What follows belongs to an exercise in optimizing a design on an open flow for small area, a short achievable clock period and few clock cycles; a production flow would make more cautious choices.
Function was checked by simulation only, so behaviour that the tests miss may differ from the original.

==> flow/design.v <==
package dec_round_key_gen_pkg;
    localparam int NW_MAX_DEF = 60;
    localparam int KEY_W_DEF  = 256;
    typedef enum logic [1:0] {
        KEY_128     = 2'b00,
        KEY_192     = 2'b01,
        KEY_256     = 2'b10,
        KEY_256_ALT = 2'b11
    } key_mode_e;
    typedef enum logic [1:0] {
        ST_IDLE   = 2'b00,
        ST_EXPAND = 2'b01,
        ST_DRAIN  = 2'b10
    } state_e;
    localparam logic [3:0] NK_128 = 4'd4;
    localparam logic [3:0] NK_192 = 4'd6;
    localparam logic [3:0] NK_256 = 4'd8;
    localparam logic [3:0] NR_128 = 4'd10;
    localparam logic [3:0] NR_192 = 4'd12;
    localparam logic [3:0] NR_256 = 4'd14;
    function automatic logic [3:0] nk_of(input logic [1:0] mode);
        case (mode)
            2'b00: nk_of = NK_128;
            2'b01: nk_of = NK_192;
            default: nk_of = NK_256;
        endcase
    endfunction
    function automatic logic [3:0] nr_of(input logic [1:0] mode);
        case (mode)
            2'b00: nr_of = NR_128;
            2'b01: nr_of = NR_192;
            default: nr_of = NR_256;
        endcase
    endfunction
    function automatic logic [7:0] xtime(input logic [7:0] b);
        xtime = {b[6:0], 1'b0} ^ (b[7] ? 8'h1b : 8'h00);
    endfunction
    function automatic logic [7:0] gf_mul(input logic [7:0] a, input logic [7:0] b);
        logic [7:0] p;
        logic [7:0] x;
        p = 8'h00;
        x = a;
        for (int k = 0; k < 8; k++) begin
            if (b[k]) p = p ^ x;
            x = {x[6:0], 1'b0} ^ (x[7] ? 8'h1b : 8'h00);
        end
        gf_mul = p;
    endfunction
endpackage
import dec_round_key_gen_pkg::*;
module dec_key_word_step
(
    input  logic [31:0] i_Prev,
    input  logic [31:0] i_Back,
    input  logic [2:0]  i_ModCnt,
    input  logic        i_Nk8,
    input  logic [7:0]  i_Rcon,
    output logic [31:0] o_Word
);
    function automatic logic [7:0] gf_mul_l(input logic [7:0] a, input logic [7:0] b);
        logic [7:0] p;
        logic [7:0] x;
        p = 8'h00;
        x = a;
        for (int k = 0; k < 8; k++) begin
            if (b[k]) p = p ^ x;
            x = {x[6:0], 1'b0} ^ (x[7] ? 8'h1b : 8'h00);
        end
        gf_mul_l = p;
    endfunction
    function automatic logic [7:0] sbox(input logic [7:0] b);
        logic [7:0] inv;
        inv = 8'h01;
        for (int k = 7; k >= 0; k--) begin
            inv = gf_mul_l(inv, inv);
            if (k != 0) inv = gf_mul_l(inv, b);
        end
        sbox = inv ^ {inv[6:0], inv[7]} ^ {inv[5:0], inv[7:6]} ^
               {inv[4:0], inv[7:5]} ^ {inv[3:0], inv[7:4]} ^ 8'h63;
    endfunction
    logic [31:0] w_Rot;
    logic [31:0] w_SubIn;
    logic [31:0] w_SubOut;
    logic [31:0] w_Temp;
    assign w_Rot   = {i_Prev[23:0], i_Prev[31:24]};
    assign w_SubIn = (i_ModCnt == 3'd0) ? w_Rot : i_Prev;
    for (genvar g = 0; g < 4; g++) begin : g_sbox
        assign w_SubOut[8*g +: 8] = sbox(w_SubIn[8*g +: 8]);
    end
    always_comb begin
        w_Temp = i_Prev;
        if (i_ModCnt == 3'd0)
            w_Temp = w_SubOut ^ {i_Rcon, 24'h000000};
        else if (i_Nk8 && (i_ModCnt == 3'd4))
            w_Temp = w_SubOut;
    end
    assign o_Word = i_Back ^ w_Temp;
endmodule
import dec_round_key_gen_pkg::*;
module dec_round_key_gen
#(
    parameter int NW_MAX = NW_MAX_DEF,
    parameter int KEY_W  = KEY_W_DEF
) (
    input  logic             i_Clk,
    input  logic             i_Rst,
    input  logic             i_Start,
    input  logic [KEY_W-1:0] i_Key,
    input  logic [1:0]       i_Key_Mode,
    input  logic             i_Round_Ready,
    output logic [127:0]     o_Round_Key,
    output logic             o_Round_Valid,
    output logic [3:0]       o_Round_Idx,
    output logic             o_Last,
    output logic             o_Busy
);
    logic [1:0]  r_State;
    logic [3:0]  r_Nk;
    logic [3:0]  r_Nr;
    logic [5:0]  r_I;
    logic [5:0]  r_LastIdx;
    logic [2:0]  r_ModCnt;
    logic [7:0]  r_Rcon;
    logic [31:0] r_Buf [NW_MAX];
    logic             w_Accept;
    logic [3:0]       w_StartNk;
    logic [3:0]       w_StartNr;
    logic [KEY_W-1:0] w_KeyAligned;
    logic [31:0]      w_NewWord;
    logic [3:0]       w_NextRound;
    logic [5:0]       w_NextBase;
    logic [127:0]     w_NextRaw;
    logic [127:0]     w_NextKey;
    logic [127:0]     w_FirstKey;
    assign w_Accept     = i_Start && (r_State == ST_IDLE);
    assign w_StartNk    = (i_Key_Mode == KEY_128) ? NK_128 : (i_Key_Mode == KEY_192) ? NK_192 : NK_256;
    assign w_StartNr    = (i_Key_Mode == KEY_128) ? NR_128 : (i_Key_Mode == KEY_192) ? NR_192 : NR_256;
    assign w_KeyAligned = i_Key << (32 * (8 - int'(w_StartNk)));
    dec_key_word_step u_step (
        .i_Prev   (r_Buf[r_I - 6'd1]),
        .i_Back   (r_Buf[r_I - {2'b00, r_Nk}]),
        .i_ModCnt (r_ModCnt),
        .i_Nk8    (r_Nk == NK_256),
        .i_Rcon   (r_Rcon),
        .o_Word   (w_NewWord)
    );
    assign w_FirstKey  = {r_Buf[r_I - 6'd3], r_Buf[r_I - 6'd2], r_Buf[r_I - 6'd1], w_NewWord};
    assign w_NextRound = o_Round_Idx - 4'd1;
    assign w_NextBase  = {w_NextRound, 2'b00};
    assign w_NextRaw   = {r_Buf[w_NextBase], r_Buf[w_NextBase + 6'd1],
                          r_Buf[w_NextBase + 6'd2], r_Buf[w_NextBase + 6'd3]};
    assign w_NextKey = w_NextRaw;
    always_ff @(posedge i_Clk) begin
        if (w_Accept) begin
            for (int j = 0; j < 8; j++) begin
                if (4'(j) < w_StartNk)
                    r_Buf[6'(j)] <= w_KeyAligned[KEY_W-1-32*j -: 32];
            end
        end else if (r_State == ST_EXPAND) begin
            r_Buf[r_I] <= w_NewWord;
        end
    end
    always_ff @(posedge i_Clk or posedge i_Rst) begin
        if (i_Rst) begin
            r_State       <= ST_IDLE;
            r_Nk          <= 4'd0;
            r_Nr          <= 4'd0;
            r_I           <= 6'd0;
            r_LastIdx     <= 6'd0;
            r_ModCnt      <= 3'd0;
            r_Rcon        <= 8'h00;
            o_Round_Key   <= 128'd0;
            o_Round_Valid <= 1'b0;
            o_Round_Idx   <= 4'd0;
            o_Last        <= 1'b0;
            o_Busy        <= 1'b0;
        end else begin
            case (r_State)
                ST_IDLE: begin
                    if (i_Start) begin
                        r_Nk      <= w_StartNk;
                        r_Nr      <= w_StartNr;
                        r_LastIdx <= {w_StartNr, 2'b11};
                        r_I       <= {2'b00, w_StartNk};
                        r_ModCnt  <= 3'd0;
                        r_Rcon    <= 8'h01;
                        o_Busy    <= 1'b1;
                        r_State   <= ST_EXPAND;
                    end
                end
                ST_EXPAND: begin
                    r_I <= r_I + 6'd1;
                    if (r_ModCnt == 3'd0) r_Rcon <= {r_Rcon[6:0], 1'b0} ^ (r_Rcon[7] ? 8'h1b : 8'h00);
                    r_ModCnt <= (r_ModCnt == r_Nk[2:0] - 3'd1) ? 3'd0 : r_ModCnt + 3'd1;
                    if (r_I == r_LastIdx) begin
                        o_Round_Key   <= w_FirstKey;
                        o_Round_Idx   <= r_Nr;
                        o_Round_Valid <= 1'b1;
                        o_Last        <= 1'b0;
                        r_State       <= ST_DRAIN;
                    end
                end
                ST_DRAIN: begin
                    if (o_Round_Valid && i_Round_Ready) begin
                        if (o_Round_Idx == 4'd0) begin
                            o_Round_Key   <= 128'd0;
                            o_Round_Valid <= 1'b0;
                            o_Last        <= 1'b0;
                            o_Busy        <= 1'b0;
                            r_State       <= ST_IDLE;
                        end else begin
                            o_Round_Key <= w_NextKey;
                            o_Round_Idx <= w_NextRound;
                            o_Last      <= (w_NextRound == 4'd0);
                        end
                    end
                end
                default: r_State <= ST_IDLE;
            endcase
        end
    end
endmodule
==> flow/constraint.sdc <==
create_clock -name core_clock -period 32.0 [get_ports {i_Clk}]
set_input_delay 6.4000 -clock core_clock [delete_from_list [all_inputs] [get_ports {i_Clk}]]
set_output_delay 6.4000 -clock core_clock [all_outputs]
set_load 0.01 [all_outputs]
==> flow/run.sh <==
#!/bin/bash
# synth_recipe.tcl (not shown) runs the flow's synth.tcl, then flattens the netlist and writes it again
# the make line also repeats each setting of config.mk as NAME=value (left out here)
make -C /OpenROAD-flow-scripts/flow DESIGN_CONFIG=/design/flow/config.mk WORK_HOME=/design/flow/orfs CLKGATE_MAP_FILE= SYNTH_SCRIPT=/design/flow/synth_recipe.tcl finish
==> flow/config.mk <==
export PLATFORM = sky130hd
export DESIGN_NAME = dec_round_key_gen
export DESIGN_NICKNAME = dec_round_key_gen
export VERILOG_FILES = /design/flow/design.v
export SDC_FILE = /design/flow/constraint.sdc
export NUM_CORES = 8
export LEC_CHECK = 0
export CAP_MARGIN = 20
export CORE_MARGIN = 2
export CORE_UTILIZATION = 40
export SETUP_SLACK_MARGIN = 2.0
export SLEW_MARGIN = 20
==> summary.txt <==
Timing
  • FMAX: 0.03419 GHz
  • RSZ-0062 raised after global routing: true
  • Count of final max-slew check failures: 0
  • Worst clock skew: 129.1 ps
  • Worst-margin pin slew: 1399 ps
  • Sum Neg Setup Slack: 0 ps
  • Shortest period the worst path allows: 29250 ps
  • Normalized max-slew margin: 6.412%
  • Number of setup violations in the final report: 0
  • Number of hold violations in the final report: 0
  • Final worst-path cycle share: 91.41%

Final layout
  • Non-filler instance count after layout: 25019
  • Post-layout nets: 17777
  • Finished layout cell area: 0.2417 sq mm
  • Synthesis-to-finish area growth: 9.541%
  • Share of layout cells above drive strength 1: 27.83%
  • Filler cell count in the final layout: 49460

Synth
  • Proportion of synthesized flip-flops having asynchronous set or reset: 7.246%
  • Top area cells in the synthesized netlist: sky130_fd_sc_hd__edfxtp_1, sky130_fd_sc_hd__mux4_2, sky130_fd_sc_hd__xnor2_1, sky130_fd_sc_hd__mux2i_1, sky130_fd_sc_hd__xnor3_1
  • Sequential area share after synthesis: 29.69%
  • Number of unique standard cell types used by synthesis: 194
  • Number of enable-type register cells in the synthesized netlist: 2048
  • Predominant post-synthesis flop cell: sky130_fd_sc_hd__edfxtp_1
  • Share of the synthesized area in the top cell type: 27.87%
  • Avg Synthesized Cell Area: 12.55 sq um
  • Seq cells post-synth: 2208
  • Library cell with the largest summed area after synthesis: sky130_fd_sc_hd__edfxtp_1
  • Gate count of the mapped netlist: 17577
  • Synthesized cell area: 0.2206 sq mm
  • Net Count, Synth: 17886
  • Synth warnings: 2

Routing
  • Number of design-rule violations left by the first detailed-router iteration: 33874
  • Via Count: 183286
  • Post-route DRC violation count: 0
  • Number of vias per cell: 7.326
  • Total wire length: 1041000 um
  • Number of search-and-repair iterations in the first detailed-routing pass: 10
  • Routed wire per std cell: 41.62 um
  • Detail Route Antenna Nets: 0

Hold path
  • Worst Hold Launch: o_Round_Key[3]$_DFFE_PP0P_
  • Worst hold path depth: 2
  • Kind of path behind the tightest hold check: reg2reg
  • Worst Hold Endpoint: o_Round_Key[3]$_DFFE_PP0P_

GRT
  • Pin count of the biggest net entering global routing: 169
  • GRT overflow: 0
  • Number of antenna violations at the first check in global routing: 97
  • Number of global-route vias before repair: 168558
  • First-pass GRT wire length: 1423000 um
  • Total Routing Usage GR: 36.03%

Place
  • Port Buffer Count: 396
  • Cell Count Post-Placement: 24384
  • Sum of net half-perimeters after detailed placement: 703700 um
  • Routability Congestion: 1.015
  • Post-place instance area: 0.2310 sq mm

Floorplan
  • Die width: 746.7 um
  • Initial cell density of the core: 40.19%
  • Placeable Area: 0.5489 sq mm
  • Ports: 397
  • Die height: 746.7 um
  • Die area: 0.5575 sq mm
  • Row cnt: 272

Worst setup path
  • Critical Path Source Type: register
  • Slack of the worst reg-to-reg path: 2750 ps
  • Crit path largest cell delay: 800 ps
  • Cell at the slowest stage of the critical path: sky130_fd_sc_hd__a2111oi_1
  • Length in cells of the worst reg-to-reg path: 91
  • Arrival time of data at the critical path endpoint: 30050 ps
  • Startpoint of the worst setup timing path: r_I[0]$_DFFE_PP0P_
  • Capturing point of the worst reg2reg path: r_Buf[2][20]$_DFFE_PP_
  • Startpoint-to-endpoint class of the critical path: reg2reg
  • Startpoint of the worst-slack reg-to-reg timing path: r_I[0]$_DFFE_PP0P_
  • Cell repeated most along the worst path: sky130_fd_sc_hd__xnor2_1
  • Critical path endpoint category: register
  • Data required time of the critical path: 32800 ps
  • Maximum net fanout on the critical path: 65

Outcome
  • Outcome: complete, no violations

CTS
  • Number of buffers created by CTS: 239
  • Clock root cell: sky130_fd_sc_hd__clkbuf_16
  • Sink count of the clock tree: 2208
  • Maximum count of clock buffers along a single path: 4
  • Clock tree from TritonCTS: yes
  • Clock latency on the worst-skew pair: 1020 ps
  • H-tree depth: 4
  • Number of buffers inserted by hold repair at cts: 0
  • Register clock-pin slew on the reported worst setup and hold paths: 70 ps

Run
  • Maximum Capacitance Violations: 0
==> metrics by stage <==
stage / hold slack (ps) / util, % / setup WS, ps
after global routing: 509.2 / 43.99 / 1755
after detailed placement: 474.8 / 42.09 / 707.6
final: 483.7 / 44.03 / 2749
after global placement: 467.8 / 42.07 / 96.62
after floorplan: 481.5 / - / 2178
after CTS: 491.1 / 43.64 / 1930
==> cell usage in the layout (no fill, tap or decap), types with 150 or more instances in the layout <==
cell                              count
sky130_fd_sc_hd__nand2_1           1556
sky130_fd_sc_hd__a21oi_1            507
sky130_fd_sc_hd__clkdlybuf4s50_1    394
sky130_fd_sc_hd__nor3_1             216
sky130_fd_sc_hd__dfrtp_1            157
sky130_fd_sc_hd__xnor2_1           1268
sky130_fd_sc_hd__buf_4              737
sky130_fd_sc_hd__nor2_1            1255
sky130_fd_sc_hd__xnor3_1            308
sky130_fd_sc_hd__mux2i_1           1046
sky130_fd_sc_hd__xnor2_2            160
sky130_fd_sc_hd__edfxtp_1          2048
sky130_fd_sc_hd__xor2_1             421
sky130_fd_sc_hd__mux2_2             150
sky130_fd_sc_hd__nand3_1            584
sky130_fd_sc_hd__mux4_2            2656
sky130_fd_sc_hd__a211oi_1           158
sky130_fd_sc_hd__clkbuf_16          241
sky130_fd_sc_hd__o21ai_0            528
sky130_fd_sc_hd__o22ai_1            187
==> synth_stat cells, drive strengths merged, types with 29 or more instances <==
master and instances:
mux4 2778, nand2b 47, or3 58, ha 46, and3 50, buf 659
nand4 138, a221oi 75, o22ai 192, nand3 597, o221ai 30, clkbuf 910
a211o 41, a32oi 99, xor3 54, edfxtp 2048, a21oi 525, a2111oi 41
inv 131, nor2 1360, a22oi 120, a31oi 85, mux2i 1066, xor2 517
nand2 1590, and2 117, xnor3 385, nor2b 66, nor3 239, a211oi 164
o21a 64, nor4 62, xnor2 1472, o211a 29, dfrtp 160, o21ai 683
or2 45, o211ai 151, mux2 164, a21o 34
==> cell families after synthesis <==
logic type | count (synthesis) | synth area share [%]
muxes | 4008 | 34.27
and+or+nand+nor | 4488 | 9.237
AOI/OAI and AO/OA | 2671 | 8.275
xor gates and xnor gates | 2428 | 13.40
DFF | 2208 | 29.69
adders and majority gates | 47 | 0.2699
buffers and inverters | 1727 | 4.864
==> worst max path at each step <==
stage                                       end  slack [ps]  cells after the start
floorplan                r_Buf[10][5]$_DFFE_PP_        2180                    121
global placement         r_Buf[6][16]$_DFFE_PP_         100                     94
detailed placement  o_Round_Key[24]$_DFFE_PP0P_         710                     94
CTS                 o_Round_Key[24]$_DFFE_PP0P_        1930                     96
global route             r_Buf[37][3]$_DFFE_PP_        1750                     93
finish                   r_Buf[2][20]$_DFFE_PP_        2750                     91
==> routing by layer <==
layer | GRT usage, % | up-vias | routed length [um]
met5 | 0.9089 | - | 725
met4 | 26.58 | 63 | 98510
met3 | 16.34 | 4118 | 164700
met2 | 50.86 | 17511 | 432200
met1 | 43.08 | 91875 | 345200
li1 | - | 69719 | -
==> worst max-delay path, delay by kind of cell, from the launching register on <==
kind	cells	cell delay, ps
DFF	1	600
and+or+nand+nor	12	2220
buffers and inverters	10	2380
AOI/OAI and AO/OA	17	5390
adders and majority gates	6	2150
xor gates and xnor gates	46	16080
==> final cells by class <==
class	instances	area [sq um]	area share, %
diodes	95	237.7	0.09837
well taps	7261	9085	3.759
repair buffers	1228	11140	4.608
repair inverters	3	22.52	0.009319
clock inverters	149	1762	0.7289
clock buffers	287	6322	2.616
multi-input cells	13649	147000	60.82
inverters	139	609.3	0.2521
flip-flops and latches	2208	65510	27.11
==> state kept, by name, indices dropped and copies added (netlist names) <==
name,count
o_Last,1
r_Buf,2048
o_Round_Idx,4
r_State,2
r_Nr,2
o_Round_Valid,1
r_Nk,3
r_ModCnt,3
r_LastIdx,1
o_Busy,1
r_I,6
r_Rcon,8
o_Round_Key,128
==> timing repair <==
item                        CTS  global route
pin swaps                     3            26
setup endpoints to repair  1745          2080
gates resized for setup      41           154
setup buffers                 8            74
gates cloned                  4             7
Testbench counts, summed over its fixed seeds: cycles 11,848.

==> separate check: timing with driven ports <==
The flow's constraints put no driver on any port. The routed layout listed below was extracted and timed again, unchanged, in two steps. Step 1 assumes that a clkbuf_16 drives the clock port and a buf_2 every other input. Step 2 also shifts input and output timing later by t, the mid clock arrival at the registers, as if the neighbouring blocks saw the same clock. Slacks: ideal / step 1 / step 2; pairs: ideal / step 1.
t (ns): 1.081
setup slack, ns: 2.749 / 2.749 / 2.749
slew at the worst register clock pin (ns): 0.08 / 0.08
cell pins on the clock port's net: 1
After both steps setup and hold are still met in this run. For this run, drivers alone change the setup slack by 0.000 ns; drivers and shift together by 0.000 ns.
